Source: an optimization exercise on an open RTL-to-GDS flow (aim: small area and a short achievable clock period). Production flows keep margins and buffers that such runs may drop. In this exercise RTL edits were held to simulation tests only and were not proved equivalent to the original. No activity file was given, so power comes from the tool's default toggle rates.

`design/flow/config.mk`:
```
export PLATFORM = sky130hd
export DESIGN_NAME = mips
export DESIGN_NICKNAME = mips
export VERILOG_FILES = /design/flow/design.v
export SDC_FILE = /design/flow/constraint.sdc
export NUM_CORES = 4
export LEC_CHECK = 0
export CAP_MARGIN = 20
export CORE_MARGIN = 2
export CORE_UTILIZATION = 50
export PLACE_DENSITY = 0.65
export SLEW_MARGIN = 20
export SYNTH_HIERARCHICAL = 1
```
`design/flow/constraint.sdc`:
```
create_clock -name core_clock -period 14.0 [get_ports {clock}]
set_input_delay 2.8000 -clock core_clock [delete_from_list [all_inputs] [get_ports {clock}]]
set_output_delay 2.8000 -clock core_clock [all_outputs]
set_load 0.01 [all_outputs]
```
`design/flow/design.v`:
```
package mips_pkg;
	typedef struct packed {
		logic [5:0] opcode;
		logic [4:0] rs;
		logic [4:0] rt;
		logic [4:0] rd;
		logic [4:0] shamt;  
		logic [5:0] funct;
	} r_fmt_t;
	typedef struct packed {
		logic [5:0]  opcode;
		logic [4:0]  rs;
		logic [4:0]  rt;
		logic [15:0] imm;
	} i_fmt_t;
	typedef union packed {
		r_fmt_t r;
		i_fmt_t i;
	} instr_t;
	typedef enum logic [3:0] {
		ALU_AND = 4'b0000,
		ALU_OR  = 4'b0001,
		ALU_ADD = 4'b0010,
		ALU_SUB = 4'b0110,
		ALU_SLT = 4'b0111
	} alu_op_t;
	typedef enum logic [1:0] {
		CLS_ADD   = 2'b00,  
		CLS_SUB   = 2'b01,  
		CLS_FUNCT = 2'b10   
	} alu_class_t;
	typedef struct packed {
		logic    reg_dst;     
		logic    branch;      
		logic    mem_read;
		logic    mem_to_reg;  
		logic    mem_write;
		logic    alu_src;     
		logic    reg_write;
		alu_op_t alu_op;
	} ctrl_t;
endpackage
module alu (
	input  logic [31:0] a,
	input  logic [31:0] b,        
	input  logic [31:0] x,        
	input  logic        sub,      
	input  logic        sel_and,
	input  logic        sel_or,
	input  logic        sel_slt,
	output logic [31:0] result
);
	logic [32:0] sum33;
	logic [31:0] sum;
	logic        less;
	assign sum33 = {a, 1'b1} + {x, sub};
	assign sum   = sum33[32:1];
	assign less  = (a[31] ^ b[31]) ? a[31] : sum[31];
	always_comb begin
		if (sel_and)      result = a & b;
		else if (sel_or)  result = a | b;
		else if (sel_slt) result = {31'b0, less};
		else              result = sum;
	end
endmodule
module control (
	input  logic [31:0] instr,
	output logic [28:0] pinstr
);
	logic [5:0] opcode;
	logic [5:0] funct;
	logic [2:0] cls;
	logic [2:0] op;
	logic [15:0] f;
	assign opcode = instr[31:26];
	assign funct  = instr[5:0];
	always_comb begin
		case (funct)
			6'b100010: op = 3'd1;
			6'b100100: op = 3'd2;
			6'b100101:  op = 3'd3;
			6'b101010: op = 3'd4;
			default: op = 3'd0;
		endcase
	end
	assign cls = (opcode == 6'b001000) ? 3'd1 :
	             (opcode == 6'b100011)   ? 3'd2 :
	             (opcode == 6'b101011)   ? 3'd3 :
	             (opcode == 6'b000100)  ? 3'd4 : 3'd0;
	assign f   = (opcode == 6'b000000) ? {instr[15:11], 8'b0, op} :
	             (cls == 3'd0)         ? 16'b0 : instr[15:0];
	assign pinstr = {cls, instr[25:16], f};
endmodule
module pc_unit (
	input  logic [29:0] pcw,
	input  logic [63:0] poh,       
	input  logic        taken,
	input  logic [15:0] imm,
	output logic [29:0] pcw_next,
	output logic [63:0] poh_next
);
	logic [29:0] seq;
	logic [29:0] tgt;
	logic [5:0]  tgt_idx;
	assign seq      = pcw + 30'd1;
	assign tgt      = seq + {{14{imm[15]}}, imm};
	assign pcw_next = taken ? tgt : seq;
	assign tgt_idx  = pcw[5:0] + 6'd1 + imm[5:0];
	assign poh_next = taken ? (64'd1 << tgt_idx) : {poh[62:0], poh[63]};
endmodule
module i_mem #(
	parameter int W = 29,
	parameter int N = 64
) (
	input  logic [N-1:0][W-1:0] words,
	input  logic [N-1:0]        sel,    
	output logic [W-1:0]        q
);
	logic [W-1:0] t [1:2*N-1];
	generate
		for (genvar i = 0; i < N; i++) begin : g_leaf
			assign t[N + i] = words[i] & {W{sel[i]}};
		end
		for (genvar k = 1; k < N; k++) begin : g_node
			assign t[k] = t[2 * k] | t[2 * k + 1];
		end
	endgenerate
	assign q = t[1];
endmodule
module mips (
	input  logic                           clock,
	input  logic                           rst_n,
	input  logic                           imem_we,     
	input  logic [$clog2(64)-1:0] imem_addr,   
	input  logic [32-1:0]         imem_wdata,
	output logic [32-1:0]         pc,
	output logic [32-1:0]         alu_result,
	output logic [32-1:0]         data_mem
);
	logic [63:0][28:0] imem;
	logic [63:0][31:0] dmem;
	logic [31:0][31:0] regs;    
	logic [31:1]       valid;
	logic [29:0] pcw;
	logic [63:0] poh;
	logic [15:0] ir_imm;
	logic [4:0]  ir_wa;
	logic        ir_wen;
	logic        ir_lw;
	logic        ir_sw;
	logic        ir_beq;
	logic        ir_sub;
	logic        ir_and;
	logic        ir_or;
	logic        ir_slt;
	logic [31:0] opa;
	logic [31:0] opb;
	logic [31:0] opx;
	logic [63:0] dsel;
	logic        taken;
	logic [29:0] pcw_next;
	logic [63:0] poh_next;
	assign taken = ir_beq & (opa == opb);
	pc_unit mips_pc (
		.pcw      (pcw),
		.poh      (poh),
		.taken    (taken),
		.imm      (ir_imm),
		.pcw_next (pcw_next),
		.poh_next (poh_next)
	);
	always_ff @(posedge clock) begin
		if (!rst_n) begin
			pcw <= '0;
			poh <= 64'd1;
		end else begin
			pcw <= pcw_next;
			poh <= poh_next;
		end
	end
	assign pc = {pcw, 2'b00};
	logic [28:0] wr_pinstr;
	control mips_control (
		.instr  (imem_wdata),
		.pinstr (wr_pinstr)
	);
	always_ff @(posedge clock) begin
		for (int i = 0; i < 64; i++) begin
			if (!rst_n && imem_we && imem_addr == 6'(i)) begin
				imem[i] <= wr_pinstr;
			end
		end
	end
	logic [28:0] nx_pinstr;
	i_mem #(.W(29), .N(64)) mips_i_mem (
		.words (imem),
		.sel   (poh_next),
		.q     (nx_pinstr)
	);
	logic [28:0] p;
	assign p = rst_n ? nx_pinstr :
	           (imem_we && imem_addr == 6'd0) ? wr_pinstr : imem[0];
	logic       d_r;
	logic [4:0] d_wa;
	logic       d_alu_src;
	logic       d_sub;
	assign d_r       = p[28:26] == 3'd0;
	assign d_wa      = d_r ? p[15:11] : p[20:16];
	assign d_alu_src = p[28:26] == 3'd1 || p[28:26] == 3'd2 || p[28:26] == 3'd3;
	assign d_sub     = p[28:26] == 3'd4 || (d_r && (p[2:0] == 3'd1 || p[2:0] == 3'd4));
	always_ff @(posedge clock) begin
		ir_imm <= p[15:0];
		ir_wa  <= d_wa;
		ir_wen <= (p[28:26] <= 3'd2) && (d_wa != 5'd0);
		ir_lw  <= p[28:26] == 3'd2;
		ir_sw  <= p[28:26] == 3'd3;
		ir_beq <= p[28:26] == 3'd4;
		ir_sub <= d_sub;
		ir_and <= d_r && p[2:0] == 3'd2;
		ir_or  <= d_r && p[2:0] == 3'd3;
		ir_slt <= d_r && p[2:0] == 3'd4;
	end
	alu mips_alu (
		.a       (opa),
		.b       (opb),
		.x       (opx),
		.sub     (ir_sub),
		.sel_and (ir_and),
		.sel_or  (ir_or),
		.sel_slt (ir_slt),
		.result  (alu_result)
	);
	logic [31:0] dm_rdata;
	always_ff @(posedge clock) begin
		for (int i = 0; i < 64; i++) begin
			if (rst_n && ir_sw && dsel[i]) begin
				dmem[i] <= opb;
			end
		end
	end
	i_mem #(.W(32), .N(64)) mips_d_mem (
		.words (dmem),
		.sel   (dsel),
		.q     (dm_rdata)
	);
	assign data_mem = ir_lw ? dm_rdata : '0;
	logic [31:0] wb_data;
	assign wb_data = ir_lw ? dm_rdata : alu_result;
	always_ff @(posedge clock) begin
		for (int i = 1; i < 32; i++) begin
			if (rst_n && ir_wen && ir_wa == 5'(i)) begin
				regs[i] <= wb_data;
			end
		end
	end
	always_ff @(posedge clock) begin
		for (int i = 1; i < 32; i++) begin
			if (!rst_n) begin
				valid[i] <= 1'b0;
			end else if (ir_wen && ir_wa == 5'(i)) begin
				valid[i] <= 1'b1;
			end
		end
	end
	logic [4:0]  rs_n;
	logic [4:0]  rt_n;
	logic [31:0] rsel1;
	logic [31:0] rsel2;
	logic [31:0] rf_rd1;
	logic [31:0] rf_rd2;
	assign rs_n  = nx_pinstr[25:21];
	assign rt_n  = nx_pinstr[20:16];
	assign rsel1 = (32'd1 << rs_n) & {valid, 1'b0};
	assign rsel2 = (32'd1 << rt_n) & {valid, 1'b0};
	i_mem #(.W(32), .N(32)) mips_rf_rd1 (
		.words (regs),
		.sel   (rsel1),
		.q     (rf_rd1)
	);
	i_mem #(.W(32), .N(32)) mips_rf_rd2 (
		.words (regs),
		.sel   (rsel2),
		.q     (rf_rd2)
	);
	logic [31:0] a_nx;
	logic [31:0] b_nx;
	logic [31:0] x_nx;
	logic [7:0]  da_nx;
	assign a_nx  = !rst_n ? '0 : (ir_wen && ir_wa == rs_n) ? wb_data : rf_rd1;
	assign b_nx  = !rst_n ? '0 : (ir_wen && ir_wa == rt_n) ? wb_data : rf_rd2;
	assign x_nx  = (d_alu_src ? {{16{p[15]}}, p[15:0]} : b_nx) ^ {32{d_sub}};
	assign da_nx = a_nx[7:0] + p[7:0];
	always_ff @(posedge clock) begin
		opa  <= a_nx;
		opb  <= b_nx;
		opx  <= x_nx;
		dsel <= 64'd1 << da_nx[7:2];
	end
endmodule
```
`design/flow/flow/run.sh`:
```
#!/bin/bash
set -uo pipefail
bash standard.sh SETUP_SLACK_MARGIN=7 finish > make_finish.log 2>&1
```
`design/flow/standard.sh`:
```
#!/bin/bash
# synth_recipe.tcl (not shown) runs the flow's synth.tcl, then flattens the netlist and writes it again
# the make line also repeats each setting of config.mk as NAME=value (left out here)
make -C /OpenROAD-flow-scripts/flow DESIGN_CONFIG=/design/flow/config.mk WORK_HOME=/design/flow/orfs CLKGATE_MAP_FILE= SYNTH_SCRIPT=/design/flow/synth_recipe.tcl "${@:-finish}"
```
==> run summary <==
[cells in the mapped netlist, drive strengths merged, types with 27 or more instances]
master,count
a21oi,120
o2bb2ai,64
xnor2,103
clkbuf,423
a221oi,985
nand3,55
a21o,78
ha,80
a22o,976
nor3,88
o211a,27
o21ai,76
mux2i,82
nor2b,59
nand4,523
inv,56
buf,303
a22oi,1025
xor2,57
and2,157
dfxtp,314
edfxtp,4896
mux2,29
and3,134
nor2,222
nand2,196
or4,127
[cell families (layout without fill, tap and decap cells)]
family          Yosys count  after routing  share of synthesized area
simple gates           1645           1650                     0.0474
mux                     111            111                    0.00587
buf+inv                 787           1909                     0.0209
fa+ha+maj                84             84                    0.00539
compound gates         3471           3472                      0.143
other cells               1            112                  0.0000188
flops                  5210           5210                      0.770
xor+xnor                163            163                    0.00746
[cell type report]
type / count / area share
inverters: 56 / 0.000979
well taps: 5242 / 0.0281
clock inverters: 275 / 0.0117
repair buffers: 894 / 0.0435
clock buffers: 682 / 0.0612
multi-input cells: 5556 / 0.198
diodes: 36 / 0.000385
flip-flops and latches: 5210 / 0.656
repair inverters: 2 / 0.0000856
[worst min path at each step]
stage | cells after the start | to | startpoint
5_1_grt | 1 | valid[16] | valid[16]
3_5_place_dp | 1 | valid[16] | valid[16]
6_report | 1 | valid[20] | valid[20]
3_3_place_gp | 1 | valid[16] | valid[16]
4_1_cts | 1 | valid[16] | valid[16]
2_1_floorplan | 1 | valid[11] | valid[11]
[state kept, by name (all words and copies together), names as in the netlist, 5 cells and up]
name and cells:
opx 32, poh 64, ir_imm 16, opa 32
imem 1856, regs 992, opb 32, valid 31
pcw 30, dsel 64, dmem 2048, ir_wa 5
[per-module statistics from Yosys (local to each module, per instance), excerpt]
module,times used,area (µm²),flops+latches,cells
mips,1,160000,5210,6297
pc_unit,1,3670,0,530
alu,1,2660,0,416
control,1,344,0,52
[power by group through the flow]
stage          combinational, mW  clock, mW  sequential [mW]
2_1_floorplan              0.764          0             17.6
3_3_place_gp                1.76          0             17.7
3_5_place_dp                1.79          0             17.7
4_1_cts                     2.04       14.0             17.3
5_1_grt                     2.21       14.7             17.3
6_report                    2.20       14.0             17.3
[routing by layer]
metal,GRT usage,up-vias,part of all wire
li1,-,50500,-
met1,0.434,64600,0.36
met2,0.489,9786,0.45
met3,0.0910,1745,0.14
met4,0.160,38,0.060
met5,0,-,0.00036
[through the flow]
stage / std cells / hold WS, ns / utilization / area [µm²]
floorplan: 11500 / 0.432 / - / 199000
global placement: 16600 / 0.457 / 0.524 / 208000
detailed placement: 16600 / 0.460 / 0.524 / 208000
CTS: 17800 / 0.475 / 0.581 / 230000
global route: 17900 / 0.498 / 0.590 / 234000
finish: 18000 / 0.483 / 0.590 / 234000
[timing repair]
item	4_1_cts	5_1_grt
setup endpoints to repair	246	161
pin swaps	184	176
gates resized for setup	672	450
buffers inserted	175	106
cloned	27	23
==> qor.csv <==
stage,metric,value,unit
route,totalWireLength,683000,µm
clock_network,insertion_delay,1.07,ns
timing,fin_tns_setup,0,ns
worst_hold_path,hp-class,flop to flop,
worst_setup_path,crit_path_frequent_cell,buf_4,
cells_and_area,layout_commonest_cell,edfxtp_1,
synthesis,seq_area_frac_synth,0.770,
placed_design,port_buffers,134,
synthesis,synth-edff-count,4896,
synthesis,yosys_warnings,79,
cells_and_area,mostFrequentLayoutCells,"4896 x edfxtp_1, 972 x a22o_1, 922 x a22oi_1, 881 x a221oi_1, 563 x clkbuf_16",
global_route,grt_max_degree,92,
clock_network,postCtsHoldBufs,0,
worst_setup_path,endpoint_kind,flop,
worst_setup_path,r2r_end,dsel[53],
timing,fmax,126,MHz
pwr,p_leak,73.1,nW
worst_setup_path,r2r_start,pcw[0],
placed_design,routabilityCongestion,0.958,
placed_design,dp_hpwl,393000,µm
run_status,status,no timing/DRC/antenna violations,
synthesis,synthCells,11500,
floorplan,fp.dieH,635,µm
worst_setup_path,cp_top_family,simple AND/OR/NAND/NOR gates,
pwr,p_per_area,143,mW/mm²
worst_setup_path,cp.buffers_inverters,6,
flow_run,timing.max_cap.violations,0,
worst_setup_path,arrival,8.88,ns
timing,rsz0062_at_grt,yes,
floorplan,fp.dieW,635,µm
floorplan,dieArea,0.403,mm²
synthesis,ys_ff_latch,5210,
route,wl_per_cell,38.0,µm
clock_network,h-tree-depth,6,
floorplan,core_area,0.396,mm²
cells_and_area,area_growth,17.5,%
worst_setup_path,cp.required,14.93,ns
cells_and_area,num-fill-cells,28600,
route,ant_nets,0,
floorplan,ios,137,
synthesis,yosysTopAreaCell,edfxtp_1,
timing,setup_violations,0,
synthesis,synthFlopType,edfxtp_1,
timing,clock_skew,0.0639,ns
timing,worst_slew_pin_slew,1.18,ns
clock_network,cts_root_buffer,clkbuf_16,
global_route,grt_use_total,0.324,
worst_setup_path,cp_num_cells,29,
timing,worst_slack,6.06,ns
global_route,grt_pass1_wl,929000,µm
worst_setup_path,path_max_fanout,30,
worst_setup_path,slowest_stage,fa_2,
synthesis,ys_async_sr_fraction,0,
synthesis,yosysUniqueCellTypes,112,
route,drc,0,
worst_setup_path,crit_type,flop to flop,
cells_and_area,drive_above_1_share,0.193,
route,vias,127000,
pwr,peakVddDrop,134,µV
synthesis,synth_top_area_share,0.739,
worst_setup_path,startpoint,pcw[0],
clock_network,clkTransAtPathRegs,0.06,ns
clock_network,cts.sinks,5210,
cells_and_area,regArea,0.153,mm²
global_route,grt-ovfl-total,0,
route,drtPass1Iterations,10,
timing,finalHoldViolations,0,
floorplan,start_util,0.503,
pwr,clkPwrFrac,0.418,
timing,slew_violations,0,
timing,min_period_over_period,0.567,
cells_and_area,nNetsFinal,12400,
worst_setup_path,reg2reg_depth,29,
synthesis,synth_area_leaders,"edfxtp_1 74%, a221oi_1 4.3%, a22o_1 4.3%",
worst_setup_path,critPathMaxStageDelay,0.74,ns
pwr,switching_share,0.232,
timing,relSlewSlack,0.207,
cells_and_area,multi_input_area,0.0462,mm²
clock_network,cts_tree,done,
route,drtIter0Drc,22200,
route,avgViaCountPerCell,7.05,
synthesis,avgSynthCellArea,17.3,µm²
floorplan,num_rows,231,
worst_setup_path,r2r_slack,6.06,ns
clock_network,cts_buffers,533,
global_route,antenna_found_initial,70,
global_route,first_global_vias,119000,
timing,period_minus_slack,7.94,ns
pwr,combPwrFrac,0.066,
placed_design,place_ws,2.51,ns
pwr,internal_power,25.7,mW
pwr,seq_power_share,0.517,
pwr,finalPower,33.5,mW
worst_setup_path,critical_path.endpoint,dsel[53],
pwr,netSwitchingPower,7.75,mW
synthesis,synth_area,0.199,mm²
worst_setup_path,critPathLaunchType,flop,
clock_network,cts_buffer_depth,4,

-- static timing again, ports no longer ideal --
The results above use ideal ports. As a check the final layout listed here was re-extracted and re-timed, cells and wires unchanged. Step 1 sets driving cells, clkbuf_16 on the clock port and buf_2 on the other inputs (assumed; they add their load-dependent delay and slew). Step 2 moves the port delays by t, midway between the first and last clock arrival at a register: inputs arrive t later, outputs are due t later. That takes back most of the time a late clock gives input paths. Three values: no drivers, after step 1, after step 2; two values: the first two.
t, ns: 1.139
setup WS [ns]: 6.057 / 6.057 / 6.057
hold WS [ns]: 0.483 / 0.483 / 0.483
worst setup path at the end: register to register
cell pins on the clock port's net: 1
After both steps setup and hold are still met in this run. For this run, drivers alone change the setup slack by 0.000 ns; drivers and shift together by 0.000 ns.
